This design comes from an exercise in tuning for small area, a short achievable clock period and few clock cycles on the open sky130 flow, not from production work.
No activity file was given, so power comes from the tool's default toggle rates.

==> inputs of xenon <==
Design systolic_mac_top, start of the top module:
module systolic_mac_top (
    input  logic                                     clk,
    input  logic                                     rst,
    input  logic                                     in_req,
    input  logic                                     in_first,
    input  logic                                     in_last,
    input  logic [GRID_SIZE*DATA_WIDTH-1:0]          a_col,
    input  logic [GRID_SIZE*DATA_WIDTH-1:0]          b_row,
    output logic                                     in_ack,
    output logic [GRID_SIZE*GRID_SIZE*ACC_WIDTH-1:0] c_mat,
    output logic                                     done
);
export LEC_CHECK = 0
export CAP_MARGIN = 20
export CORE_MARGIN = 2
export CORE_UTILIZATION = 40
export SETUP_SLACK_MARGIN = 2.5
export SLEW_MARGIN = 20
export TNS_END_PERCENT = 100
create_clock -name core_clock -period 5.5 [get_ports {clk}]
standard.sh (not shown) runs the stock make flow with config.mk's settings and CLKGATE_MAP_FILE= SYNTH_SCRIPT=/design/flow/synth_recipe.tcl, a recipe that flattens the netlist after the stock synthesis.
==> flow/flow/run.sh <==
#!/bin/bash
# The standard layout (the standard.sh, standard synthesis included), with one change:
# the buffers that placement puts on every input and output port are sky130_fd_sc_hd__buf_2
# instead of the delay cell ORFS picks by default (clkdlybuf4s50_1, twice the area of buf_2).
set -euo pipefail
bash standard.sh 'BUFFER_PORTS_ARGS=-buffer_cell sky130_fd_sc_hd__buf_2' finish > standard_flow.log 2>&1
==> zinc (differences from xenon) <==
--- a/flow/design.v
+++ b/flow/design.v
@@ -18,11 +18,10 @@
     input  logic [GRID_SIZE*DATA_WIDTH-1:0] b_row,
     output logic                            in_ack,
     output logic                            start,
     output logic                            acc_en,
     output logic                            acc_clear,
-    output logic                            acc_clear_d,
     output logic                            acc_fin,
     output logic [HALF*DVEC_WIDTH-1:0]      a_op,
     output logic [GRID_SIZE*DATA_WIDTH-1:0] b_op
 );
     function automatic logic [2:0] booth_digit(input logic [2:0] g);
@@ -81,22 +80,20 @@
             b_op      <= b_row;
         end
         if (ph_a) begin
             last_d  <= run_last;
         end
-        acc_clear_d <= run_first;
     end
     assign acc_clear = run_first;
     assign acc_fin   = ph_c & last_d;
 endmodule
 `timescale 1ns/1ps
 import systolic_pkg::*;
 module booth_pe (
     input  logic                    clk,
     input  logic                    en,
     input  logic                    clear,
-    input  logic                    clear_d,
     input  logic [3*NUM_DIGITS-1:0] d,
     input  logic [DATA_WIDTH-1:0]   b,
     output logic [ACC_WIDTH-1:0]    x,
     output logic [ACC_WIDTH-1:0]    y
 );
@@ -216,11 +213,22 @@
     logic s1_74;
     logic s1_75;
     logic s1_76;
     logic s1_77;
     logic s1_78;
+    logic s1_79;
+    logic s1_80;
+    logic s1_81;
+    logic s1_82;
+    logic s1_83;
+    logic s1_84;
+    logic s1_85;
+    logic s1_86;
+    logic s1_87;
+    logic s1_88;
     logic r0_q0;
+    logic r1_q0;
     logic r0_q1;
     logic r1_q1;
     logic r0_q2;
     logic r1_q2;
     logic r0_q3;
@@ -245,19 +253,26 @@
     logic r1_q12;
     logic r0_q13;
     logic r1_q13;
     logic r0_q14;
     logic r1_q14;
-    logic c_q;
-    logic [ACC_WIDTH-1:0] yb;
+    logic r0_q15;
+    logic r1_q15;
+    logic r0_q16;
+    logic r1_q16;
+    logic r0_q17;
+    logic r1_q17;
+    logic r0_q18;
+    logic r1_q18;
+    logic r0_q19;
+    logic r1_q19;
     logic [ACC_WIDTH-1:0] y_nxt;
     logic [ACC_WIDTH-1:0] base;
     logic [ACC_WIDTH-1:0] row0;
     logic [ACC_WIDTH-1:0] row1;
     assign y_nxt = en ? x : y;
     assign base  = clear ? '0 : y_nxt;
-    assign yb    = clear_d ? '0 : y;
     assign pp0_0 = (d[0] & b[0]) ^ d[2];
     assign pp0_1 = ((d[0] & b[1]) | (d[1] & b[0])) ^ d[2];
     assign pp0_2 = ((d[0] & b[2]) | (d[1] & b[1])) ^ d[2];
     assign pp0_3 = ((d[0] & b[3]) | (d[1] & b[2])) ^ d[2];
     assign pp0_4 = ((d[0] & b[4]) | (d[1] & b[3])) ^ d[2];
@@ -372,12 +387,23 @@
     assign s1_74 = (s1_44 & s1_45) | (s1_44 & base[12]) | (s1_45 & base[12]);
     assign s1_75 = s1_46 ^ s1_47 ^ 1'b1;
     assign s1_76 = (s1_46 & s1_47) | (s1_46 & 1'b1) | (s1_47 & 1'b1);
     assign s1_77 = s1_48 ^ pp3_8n ^ base[14];
     assign s1_78 = (s1_48 & pp3_8n) | (s1_48 & base[14]) | (pp3_8n & base[14]);
+    assign s1_79 = base[15] ^ 1'b1;
+    assign s1_80 = base[15] & 1'b1;
+    assign s1_81 = base[16] ^ 1'b1;
+    assign s1_82 = base[16] & 1'b1;
+    assign s1_83 = base[17] ^ 1'b1;
+    assign s1_84 = base[17] & 1'b1;
+    assign s1_85 = base[18] ^ 1'b1;
+    assign s1_86 = base[18] & 1'b1;
+    assign s1_87 = base[19] ^ 1'b1;
+    assign s1_88 = base[19] & 1'b1;
     always_ff @(posedge clk) begin
         r0_q0 <= s1_49;
+        r1_q0 <= base[0];
         r0_q1 <= s1_50;
         r1_q1 <= s1_51;
         r0_q2 <= s1_52;
         r1_q2 <= s1_53;
         r0_q3 <= s1_54;
@@ -402,11 +428,20 @@
         r1_q12 <= s1_73;
         r0_q13 <= s1_74;
         r1_q13 <= s1_75;
         r0_q14 <= s1_76;
         r1_q14 <= s1_77;
-        c_q <= s1_78;
+        r0_q15 <= s1_78;
+        r1_q15 <= s1_79;
+        r0_q16 <= s1_80;
+        r1_q16 <= s1_81;
+        r0_q17 <= s1_82;
+        r1_q17 <= s1_83;
+        r0_q18 <= s1_84;
+        r1_q18 <= s1_85;
+        r0_q19 <= s1_86;
+        r1_q19 <= s1_87;
     end
     assign row0[0] = r0_q0;
     assign row0[1] = r0_q1;
     assign row0[2] = r0_q2;
     assign row0[3] = r0_q3;
@@ -419,16 +454,16 @@
     assign row0[10] = r0_q10;
     assign row0[11] = r0_q11;
     assign row0[12] = r0_q12;
     assign row0[13] = r0_q13;
     assign row0[14] = r0_q14;
-    assign row0[15] = yb[15];
-    assign row0[16] = yb[16];
-    assign row0[17] = yb[17];
-    assign row0[18] = yb[18];
-    assign row0[19] = yb[19];
-    assign row1[0] = yb[0];
+    assign row0[15] = r0_q15;
+    assign row0[16] = r0_q16;
+    assign row0[17] = r0_q17;
+    assign row0[18] = r0_q18;
+    assign row0[19] = r0_q19;
+    assign row1[0] = r1_q0;
     assign row1[1] = r1_q1;
     assign row1[2] = r1_q2;
     assign row1[3] = r1_q3;
     assign row1[4] = r1_q4;
     assign row1[5] = r1_q5;
@@ -439,15 +474,15 @@
     assign row1[10] = r1_q10;
     assign row1[11] = r1_q11;
     assign row1[12] = r1_q12;
     assign row1[13] = r1_q13;
     assign row1[14] = r1_q14;
-    assign row1[15] = ~c_q;
-    assign row1[16] = ~c_q;
-    assign row1[17] = ~c_q;
-    assign row1[18] = ~c_q;
-    assign row1[19] = ~c_q;
+    assign row1[15] = r1_q15;
+    assign row1[16] = r1_q16;
+    assign row1[17] = r1_q17;
+    assign row1[18] = r1_q18;
+    assign row1[19] = r1_q19;
     logic [ACC_WIDTH-1:0] sum;
     logic pg0;
     logic pp0;
     logic pg1;
     logic pp1;
@@ -736,22 +771,20 @@
 import systolic_pkg::*;
 module pe_grid (
     input  logic                                     clk,
     input  logic                                     en,
     input  logic                                     clear,
-    input  logic                                     clear_d,
     input  logic [HALF*DVEC_WIDTH-1:0]               a_op,
     input  logic [GRID_SIZE*DATA_WIDTH-1:0]          b_op,
     output logic [GRID_SIZE*GRID_SIZE*ACC_WIDTH-1:0] acc
 );
     for (genvar r = 0; r < HALF; r++) begin : g_row
         for (genvar j = 0; j < GRID_SIZE; j++) begin : g_col
             booth_pe i_pe (
                 .clk   (clk),
                 .en    (en),
-                .clear   (clear),
-                .clear_d (clear_d),
+                .clear (clear),
                 .d     (a_op[r*DVEC_WIDTH +: DVEC_WIDTH]),
                 .b     (b_op[j*DATA_WIDTH +: DATA_WIDTH]),
                 .x     (acc[(r*GRID_SIZE+j)*ACC_WIDTH +: ACC_WIDTH]),
                 .y     (acc[((r+HALF)*GRID_SIZE+j)*ACC_WIDTH +: ACC_WIDTH])
             );
@@ -792,11 +825,10 @@
     output logic                                     done
 );
     logic                            start;
     logic                            acc_en;
     logic                            acc_clear;
-    logic                            acc_clear_d;
     logic                            acc_fin;
     logic [HALF*DVEC_WIDTH-1:0]      a_op;
     logic [GRID_SIZE*DATA_WIDTH-1:0] b_op;
     operand_prep i_operand_prep (
         .clk       (clk),
@@ -807,21 +839,19 @@
         .a_col     (a_col),
         .b_row     (b_row),
         .in_ack    (in_ack),
         .start     (start),
         .acc_en    (acc_en),
-        .acc_clear   (acc_clear),
-        .acc_clear_d (acc_clear_d),
+        .acc_clear (acc_clear),
         .acc_fin   (acc_fin),
         .a_op      (a_op),
         .b_op      (b_op)
     );
     pe_grid i_pe_grid (
         .clk   (clk),
         .en    (acc_en),
-        .clear   (acc_clear),
-        .clear_d (acc_clear_d),
+        .clear (acc_clear),
         .a_op  (a_op),
         .b_op  (b_op),
         .acc   (c_mat)
     );
     result_collector i_result_collector (
==> comparison <==
Against zinc, the sequential power of xenon is smaller by 8.3%. zinc completed without violations. xenon completed without violations. Sequential cell count: zinc is higher than xenon (79). Against zinc, the final cell count of xenon is smaller by about 2.3%. Between zinc and xenon, the lower clock skew is in xenon (gap 4.5 ps). Between zinc and xenon, the lower register-to-register slack is in xenon (gap 140 ps). In zinc the clock power is higher than in xenon, by about 4.3%. Combinational power is about the same in xenon and zinc.
==> figures <==
Outcome: xenon complete, no violations; zinc complete, no violations
Basic-gate share of the synthesized area counting and, or, nand and nor cells: xenon 6.257%; zinc 5.581%
Std-Cell Core Area: xenon 88100 µm²; zinc 91660 µm²
Crit path largest cell delay: xenon 420 ps; zinc 610 ps
Clock buffer cells: xenon 108; zinc 123
Resized Gates After CTS: xenon 75; zinc 34
Final worst path period share: xenon 55.60%; zinc 53.07%
Register share of total power: xenon 35.4%; zinc 37.0%
Reported clock group power: xenon 5.10 mW; zinc 5.32 mW
Clock sink count: xenon 650; zinc 729
Die Ht: xenon 301.9 µm; zinc 308.2 µm
Worst r2r dst: xenon i_pe_grid.g_row[1].g_col[3].i_pe.x[19]$_DFFE_PP_; zinc i_pe_grid.g_row[1].g_col[1].i_pe.r1_q8$_DFF_P_
Pin count of the biggest net entering global routing: xenon 75; zinc 130
Met2 capacity usage during global routing: xenon 33.65%; zinc 30.91%
HPWL after DPL: xenon 63850 µm; zinc 63260 µm
No functional check of the RTL was part of any run of this note.

afterwards: timing with drivers on the ports:
Ports are ideal in the flow. The routed layouts listed here were re-timed in OpenROAD. Step 1 (the two cells are an assumption about what drives the block):
set clk [get_ports {clk}]
set_driving_cell -lib_cell sky130_fd_sc_hd__clkbuf_16 $clk
set_driving_cell -lib_cell sky130_fd_sc_hd__buf_2 [delete_from_list [all_inputs] $clk]
Step 2 moves the port delays by t, midway between the first and last clock arrival at a register: inputs arrive t later, outputs are due t later. That takes back most of the time a late clock gives input paths. a / b / c = no drivers / after step 1 / after step 2; a / b = the first two.
run | t (ns) | setup slack, ns | clock arrival spread, ns | slew at the worst register clock pin (ns) | worst data-port slew with drivers (ns)
xenon | 0.683 | 2.442 / 2.442 / 2.442 | 0.027 / 0.027 | 0.07 / 0.07 | 0.10
zinc | 0.688 | 2.581 / 2.581 / 2.581 | 0.036 / 0.036 | 0.07 / 0.07 | 0.10
After both steps setup and hold are still met in every run listed.
